This is an optimization exercise on Yosys and OpenROAD, whose aim is small area, a short achievable clock period and few clock cycles per item, not a production implementation. Function was checked by simulation only, so behaviour that the tests miss may differ from the original.

==> flow/design.v (outline; a module is shown in full before it is edited, if it fits) <==
// module goc_cordic_cell: 41 lines
// module goc_tilt: 1415 lines
// module gravity_orientation_classifier_top: 266 lines
module gravity_orientation_classifier_top
#(
  parameter int unsigned FifoDepth = 16
) (
  input  logic               clk_i,
  input  logic               rst_ni,
  input  logic               psel,
  input  logic               penable,
  input  logic               pwrite,
  input  logic        [2:0]  paddr,
  input  logic        [31:0] pwdata,
  output logic        [31:0] prdata,
  output logic               pready,
  input  logic               in_valid_i,
  output logic               in_ready_o,
  input  logic signed [15:0] gravity_x_i,
  input  logic signed [15:0] gravity_y_i,
  input  logic signed [15:0] gravity_z_i,
  input  logic        [31:0] time_ms_i,
  input  logic               is_gravity_type_i,
  output logic               out_valid_o,
  input  logic               out_ready_i,
  output logic        [2:0]  orientation_o,
  output logic signed [9:0]  angle_deg_o,
  output logic               is_flat_o
);
  // ...
==> flow/flow/run.sh <==
#!/bin/bash
set -euo pipefail
export SETUP_SLACK_MARGIN=6.2
bash standard.sh > standard.log 2>&1
==> flow/standard.sh <==
#!/bin/bash
# synth_recipe.tcl (not shown) runs the flow's synth.tcl, then flattens the netlist and writes it again
# the make line also repeats each setting of config.mk as NAME=value (left out here)
make -C /OpenROAD-flow-scripts/flow DESIGN_CONFIG=/design/flow/config.mk WORK_HOME=/design/flow/orfs CLKGATE_MAP_FILE= SYNTH_SCRIPT=/design/flow/synth_recipe.tcl "${@:-finish}"
==> flow/config.mk <==
export PLATFORM = sky130hd
export DESIGN_NAME = gravity_orientation_classifier_top
export DESIGN_NICKNAME = gravity_orientation_classifier_top
export VERILOG_FILES = /design/flow/design.v
export SDC_FILE = /design/flow/constraint.sdc
export NUM_CORES = 4
export LEC_CHECK = 0
export CAP_MARGIN = 20
export CORE_MARGIN = 2
export CORE_UTILIZATION = 40
export CTS_CLUSTER_DIAMETER = 100
export CTS_CLUSTER_SIZE = 30
export SLEW_MARGIN = 20
==> flow/constraint.sdc <==
create_clock -name core_clock -period 10.0 [get_ports {clk_i}]
set_input_delay 2.0000 -clock core_clock [delete_from_list [all_inputs] [get_ports {clk_i}]]
set_output_delay 2.0000 -clock core_clock [all_outputs]
set_load 0.01 [all_outputs]
==> results.ini, run 1 <==
[layout]
multi_input_area_share_pct = 55.5
top_register = g_cell.u_cell.a_q
top_area_cell_class = multi-input combinational cells
inverters = 715
drive_above_1_share_pct = 7.15

[yosys]
yosys.area_share.simple_pct = 12.9
async_flop_share_pct = 6.09
muxShareOfSynthArea_pct = 1.16
synth_top_family_by_area = adder cells
synth-edff-count = 148
ys_seq_elements = 1495

[setup_path]
critPathLaunchType = register
max_stage_delay_ns = 0.70
crit_start = g_cell[13].u_cell.sig_q[12]
slowest_stage = nor4b_1

[sta]
timing.fmax_mhz = 264
rsz0062_at_grt = true
relSlewSlack_pct = 33.4

[place]
hpwl_microns = 153000

[cts]
clk_pin_slew_ns = 0.11

[detailed_routing]
wl_met1_microns = 89000
drt_wl_total_microns = 199000

[outcome]
status = complete, no violations

[floorplan]
dieArea_sq_um = 226000

Testbench counts, summed over its fixed seeds: cycles 2,703, items 1,797.
==> run 2: changes to the inputs <==
--- a/flow/config.mk
+++ b/flow/config.mk
@@ -8,6 +8,4 @@
 export CAP_MARGIN = 20
 export CORE_MARGIN = 2
 export CORE_UTILIZATION = 40
-export CTS_CLUSTER_DIAMETER = 100
-export CTS_CLUSTER_SIZE = 30
 export SLEW_MARGIN = 20
==> run 2 against run 1 <==
Still clean on timing, DRC and antenna. Clock-buffer cell count up 148. First-iteration DRC count fell by 5.5%. Hold slack worse by 0.023 ns. Highest routed layer unchanged.
==> results.ini, run 2 <==
[outcome]
status = complete, no violations

[sta]
tns_ns = 0
whs_ns = 0.308
drv_slew = 0
timing.fmax_mhz = 266  ; +0.84%
relSlewSlack_pct = 31.2  ; -2.2 points
hold_viol = 0
period_share_pct = 37.6
worst_slew_pin_slew_ns = 1.03
fin_crit_ns = 3.76
rsz0062_at_grt = true
setup_viol = 0
skew_ns = 0.0363

[floorplan]
die_h_microns = 475
num_rows = 173
die_x_microns = 475
dieArea_sq_um = 226000  ; unchanged
io_pins = 172
core_area_sq_um = 222000
start_util_pct = 40.1

[layout]
final_common_cell = dfxtp_1
drive_above_1_share_pct = 8.89  ; +1.7 points
fin_util_pct = 46.1
syn_to_final_growth_pct = 14.9
final_cells = 12600
top_regs = g_cell.u_cell.a_q: 353 flops, g_cell.u_cell.b_q: 286 flops, fd_q: 135 flops
largest_register_ffs = 353
top_register = g_cell.u_cell.a_q
fin_nets = 10900
final_cell_mix = 1205 x dfxtp_1, 880 x ha_1, 824 x xnor2_1

[setup_path]
critPathLaunchType = register
required_ns = 10.73
arrival_ns = 4.50
path_cells = inv_4 -> buf_4 -> ha_2 -> mux2_2 -> ha_4 -> and3_4 -> a221oi_4 -> a221oi_2 -> nor4b_4 -> nor4b_1 -> nand3_1 -> o21ai_0 -> nand3_2 -> a21boi_2 -> xor2_2
slowest_stage = nor4b_1
r2r_slack_ns = 6.24
max_stage_delay_ns = 0.71  ; about the same
end_kind = register
critical_path_class = register to register
cp_max_fo = 4
r2r_cells = 15

[yosys]
yosys-top-cells-count = 1256 x dfxtp_1, 899 x ha_1, 829 x xnor2_1
synthCells = 9186
synth-edff-count = 148  ; unchanged
synth_top_cell_area_share_pct = 28.3
async_flop_share_pct = 6.09  ; unchanged
syn_avg_cell_area_sq_um = 9.67
yosys_warnings = 70
synth.distinct_cells = 99
synth.area.top_cells = dfxtp_1 28%, ha_1 13%, fa_1 8.8%
ys_seq_elements = 1495  ; unchanged
ys_seq_area_share_pct = 35.9
synth_top_area_cell = dfxtp_1
yosysMostFrequentCell = dfxtp_1
synthFlopType = dfxtp_1
synth_area_sq_um = 88900

[cts]
cts_tree = built
cts_buffer_depth = 3
ctsRootBufferMaster = clkbuf_16
cts_made_buffers = 164
htreeDepth = 4
hold_buffers = 0
clock_latency_ns = 0.82
clk_pin_slew_ns = 0.06  ; -0.05 ns
cts.sinks = 1495

[place]
dp_cells = 12100
hpwl_microns = 153000  ; unchanged
portBuffers = 136
gp_congestion = 0.865

[worst_hold_path]
whs_path_depth = 0
min_path_type = register to register

[detailed_routing]
drt_wl_total_microns = 203000  ; +2.2%
vias = 63400
vias_per_cell = 5.05
route.antenna.remaining_nets = 0
drc = 0
drt-initial-drc-count = 3201
drt_pass1_iterations = 6
wl_per_cell_microns = 16.1

[global_route]
antenna_found_initial = 8
grt_pass1_wl_microns = 328000
grt_pass1_vias = 64400
grtUsageTotal_pct = 17.7
overflow = 0
grt_max_degree = 75

[flow_run]
maxCapViolCount = 0

==> run 2: changes by cell type in the layout (fill, tap and decap cells not counted), moves of 6 or more <==
cell | before | now
clkbuf_8 | 3 | 32
clkinv_2 | 5 | 29
clkbuf_16 | 70 | 169
clkinv_16 | 1 | 7
clkbuf_1 | 11 | 29
bufinv_16 | 2 | 18
==> run 2: kinds of logic (layout without fill, tap and decap cells) <==
kind of cell	count (synthesis)	after routing	synth area share (%)
adders and majority gates	1289	1289	21.4
and+or+nand+nor	2394	2394	12.9
DFF	1495	1495	35.9
buffers and inverters	956	1336	4.14
xor gates and xnor gates	1269	1269	12.5
other	2	21	0.00845
AOI/OAI and AO/OA	1691	1692	12.0
muxes	90	90	1.16
==> run 2: worst paths after layout <==
kind	end	startpoint
hold reg to reg	flat_p[5]	flat_p[4]
hold / removal	flat_p[5]	flat_p[4]
min in group asynchronous	fv_q[8]	rst_ni
setup / recovery	w_q[9]	g_cell[13].u_cell.sig_q[13]
setup reg to reg	w_q[9]	g_cell[13].u_cell.sig_q[13]
max in group asynchronous	ratio_q[1]	rst_ni
==> run 2: layout make-up <==
class                   count  area (sq um)
diodes                      4          10.0
clock buffers             227          4680
clock inverters            80          1140
fillers                 20700        120000
inverters                 714          2810
multi-input cells        6751         54600
flip-flops and latches   1495         32000
well taps                2975          3720
repair buffers            314          3130
repair inverters            1          5.00
==> run 2: critical path: cells and delay by family, from the launching register on <==
family | cells | cell delay [ns]
xor gates and xnor gates | 1 | 0.19
and+or+nand+nor | 5 | 1.31
adders and majority gates | 2 | 0.47
buffers and inverters | 2 | 0.18
muxes | 1 | 0.28
AOI/OAI and AO/OA | 4 | 0.88
DFF | 1 | 0.37
==> run 2: what timing repair did <==
action / in CTS / in global routing
setup endpoints to repair: 261 / 195
setup buffers: 48 / 79
pin swaps: 38 / 73
cloned: 5 / 6
resized for setup: 218 / 184
==> run 2: stage by stage <==
step / instance area, sq um / worst slack [ns]
4_1_cts: 101000 / 6.08
5_1_grt: 102000 / 6.00
3_5_place_dp: 93500 / 4.57
6_report: 102000 / 6.24
3_3_place_gp: 93500 / 4.56
2_1_floorplan: 89100 / 5.83
==> run 2: metal layers <==
layer	track usage, %	vias to the layer above	wire length, microns
met5	0	-	25
met4	7.02	4	7680
met3	2.47	441	7440
met2	30.8	1127	98200
met1	22.0	30200	89500
li1	-	31700	-
==> run 3: changes to the inputs <==
==> flow/flow/run.sh (replaced) <==
#!/bin/bash
set -euo pipefail
export SETUP_SLACK_MARGIN=6.4
bash standard.sh > standard.log 2>&1
==> run 3 against run 2 <==
Still clean. Via count increased by 1.7%. Non-clock buffer count up 143. Final cell count rose by 1.2%. Clock-buffer cell count rose by 14. Critical path depth stayed put. Global-route usage up 0.66 points. Register-to-register slack improved by 0.06 ns. Die area unchanged. Hold slack got worse by 0.0017 ns. Highest routed layer unchanged.
==> results.ini, run 3 <==
[outcome]
status = complete, no violations

[yosys]
synthCells = 9186  ; unchanged
yosys_warnings = 70  ; unchanged
async_flop_share_pct = 6.09  ; unchanged
synth-edff-count = 148  ; unchanged
yosys-top-cells-count = 1256 x dfxtp_1, 899 x ha_1, 829 x xnor2_1
synthFlopType = dfxtp_1
synth.distinct_cells = 99  ; unchanged
syn_avg_cell_area_sq_um = 9.67  ; unchanged
ys_seq_area_share_pct = 35.9  ; unchanged
ys_seq_elements = 1495  ; unchanged
yosysMostFrequentCell = dfxtp_1
synth.area.top_cells = dfxtp_1 28%, ha_1 13%, fa_1 8.8%
synth_area_sq_um = 88900  ; unchanged
synth_top_cell_area_share_pct = 28.3  ; unchanged
synth_top_area_cell = dfxtp_1

[detailed_routing]
drc = 0  ; unchanged
drt_wl_total_microns = 211000  ; +4.2%
drt-initial-drc-count = 3313  ; +3.5%
drt_pass1_iterations = 5  ; -1
vias = 64500  ; +1.7%
vias_per_cell = 5.07  ; +0.45%
route.antenna.remaining_nets = 0  ; unchanged
wl_per_cell_microns = 16.6  ; +2.9%

[global_route]
grt_max_degree = 68  ; -9.3%
grt_pass1_wl_microns = 337000  ; +2.8%
overflow = 0  ; unchanged
antenna_found_initial = 9  ; +1
grtUsageTotal_pct = 18.3  ; +0.66 points
grt_pass1_vias = 65600  ; +1.8%

[sta]
fin_crit_ns = 3.70  ; -0.0598 ns
timing.fmax_mhz = 270  ; +1.6%
skew_ns = 0.0463  ; +0.00998 ns
drv_slew = 0  ; unchanged
setup_viol = 0  ; unchanged
hold_viol = 0  ; unchanged
period_share_pct = 37.0  ; -0.60 points
rsz0062_at_grt = true
tns_ns = 0  ; unchanged
whs_ns = 0.306  ; -0.00171 ns
worst_slew_pin_slew_ns = 1.04  ; +0.0110 ns
relSlewSlack_pct = 30.4  ; -0.74 points

[setup_path]
crit_family = compound AO/OA/AOI/OAI gates
slowest_stage = o41a_1
cp_max_fo = 8  ; +4
required_ns = 10.69  ; -0.04 ns
path_buf_inv = 2  ; unchanged
end_kind = register
critical_path_class = register to register
critPathLaunchType = register
max_stage_delay_ns = 0.42  ; -0.29 ns
path_cells = clkbuf_16 -> mux2_4 -> fa_2 -> a21o_1 -> a21oi_2 -> o21bai_1 -> a21o_1 -> a21oi_2 -> o21ai_2 -> o41a_1 -> a211o_1 -> a21oi_4 -> buf_12 -> nor3b_1 -> xor2_1
arrival_ns = 4.39  ; -0.11 ns

[layout]
fill_cells = 20700  ; +0.097%
largest_register_ffs = 353  ; unchanged
final_common_cell = dfxtp_1
regArea_sq_um = 32000  ; about the same
final_cell_mix = 1202 x dfxtp_1, 876 x ha_1, 816 x xnor2_1
syn_to_final_growth_pct = 17.2
multi_input_area_sq_um = 55400  ; +1.4%
fin_nets = 11000  ; +1.4%
final_cells = 12700  ; +1.2%
drive_above_1_share_pct = 11.6  ; +2.7 points
top_register = g_cell.u_cell.a_q
top_regs = g_cell.u_cell.a_q: 353 flops, g_cell.u_cell.b_q: 286 flops, fd_q: 135 flops

[worst_hold_path]
min_path_type = register to register

[place]
hpwl_microns = 157000  ; +2.9%
portBuffers = 136  ; unchanged
gp_congestion = 0.896  ; +3.7%
dp_cells = 12100  ; -0.017%

[cts]
clk_pin_slew_ns = 0.06  ; about the same
cts_tree = built
cts_made_buffers = 167  ; +1.8%
clock_latency_ns = 0.84  ; +0.02 ns
cts_buffer_depth = 3  ; unchanged
hold_buffers = 0  ; unchanged
ctsRootBufferMaster = clkbuf_16
htreeDepth = 4  ; unchanged
cts.sinks = 1495  ; unchanged

[floorplan]
num_rows = 173  ; unchanged
die_h_microns = 475  ; unchanged
start_util_pct = 40.1  ; unchanged
dieArea_sq_um = 226000  ; unchanged
die_x_microns = 475  ; unchanged
io_pins = 172  ; unchanged
core_area_sq_um = 222000  ; unchanged

[flow_run]
maxCapViolCount = 0  ; unchanged

## run 3: cell counts after synthesis
No cell type changed its count.
## run 3: timing repair
| item | CTS | global route |
|---|---|---|
| setup endpoints to repair | 429 | 233 |
| gates cloned | 11 | 7 |
| gates resized for setup | 344 | 280 |
| buffers inserted | 150 | 118 |
| pin swaps | 82 | 142 |
## run 3: final cells by class
class	count	area share (%)
Multi-Input combinational cell	6753	53.2
Sequential cell	1495	30.7
Clock buffer	241	4.60
Timing Repair Buffer	457	4.23
Tap cell	2975	3.57
Inverter	714	2.74
Clock inverter	73	0.942
Antenna cell	6	0.0144
## run 3: metrics by stage
stage                     setup WS (ns)  cell area, sq um  util, %
after floorplan                    5.83             89400        -
after global placement             4.72             93700     42.3
after detailed placement           4.72             93700     42.3
after CTS                          6.25            102000     46.0
after global routing               6.17            104000     47.0
final                              6.30            104000     47.0
## run 3: metal layers
metal | share of wire [%] | global-route usage, % | vias to the layer above
li1 | - | - | 32000
met1 | 42 | 21.5 | 30900
met2 | 50 | 33.2 | 1130
met3 | 3.8 | 2.65 | 436
met4 | 4.3 | 7.80 | 2
met5 | 0.0033 | 0 | -
## run 3: worst paths after layout
kind / from / endpoint / slack (ns) / cells past startpoint
setup / recovery: g_cell[7].u_cell.b_q[24] / g_cell[8].u_cell.a_q[28] / 6.30 / 15
hold / removal: u_tilt.v_q[0] / u_tilt.cmp_s_q[0] / 0.31 / 0
setup reg to reg: g_cell[7].u_cell.b_q[24] / g_cell[8].u_cell.a_q[28] / 6.30 / 15
hold reg to reg: u_tilt.v_q[0] / u_tilt.cmp_s_q[0] / 0.31 / 0
max in group asynchronous: rst_ni / fv_q[0] / 7.66 / 2
min in group asynchronous: rst_ni / last_q[23] / 1.08 / 1
## run 3: cells by family (layout without fill, tap and decap cells)
group | Yosys count | count (layout) | share of synthesized area (%)
AO/OA/AOI/OAI | 1691 | 1692 | 12.0
other | 2 | 23 | 0.00845
flip-flops | 1495 | 1495 | 35.9
AND/OR/NAND/NOR | 2394 | 2396 | 12.9
adder cells (fa/ha/maj) | 1289 | 1289 | 21.4
buffers and inverters | 956 | 1485 | 4.14
multiplexers | 90 | 90 | 1.16
XOR/XNOR | 1269 | 1269 | 12.5

[static timing again, ports no longer ideal]
In the flow no input, the clock included, has a driving cell. The finished layouts below were timed again as built, in two steps.
Step 1 sets driving cells, clkbuf_16 on the clock port and buf_2 on the other inputs (assumed; they add their load-dependent delay and slew).
Step 2 adds t to the input delays and takes it off the output delays; t is the mean of the earliest and latest rising clock arrival at the registers after step 1. Input paths then give back, and output paths get back, about the clock's delay inside the block.
a / b / c = no drivers / after step 1 / after step 2; a / b = the first two.
| run | t, ns | setup slack, ns | worst slew at a driven data input, ns | pins driven straight from the clock port |
|---|---|---|---|---|
| run 1 | 0.816 | 6.206 / 6.197 / 5.381 | 0.26 | 1 |
| run 2 | 0.894 | 6.238 / 6.210 / 5.370 | 0.26 | 1 |
| run 3 | 0.907 | 6.297 / 6.297 / 5.398 | 0.19 | 1 |
After both steps setup and hold are still met in every run listed. The setup slack of run 3, which loses most, moves by 0.000 ns with the drivers and by -0.899 ns with both steps.
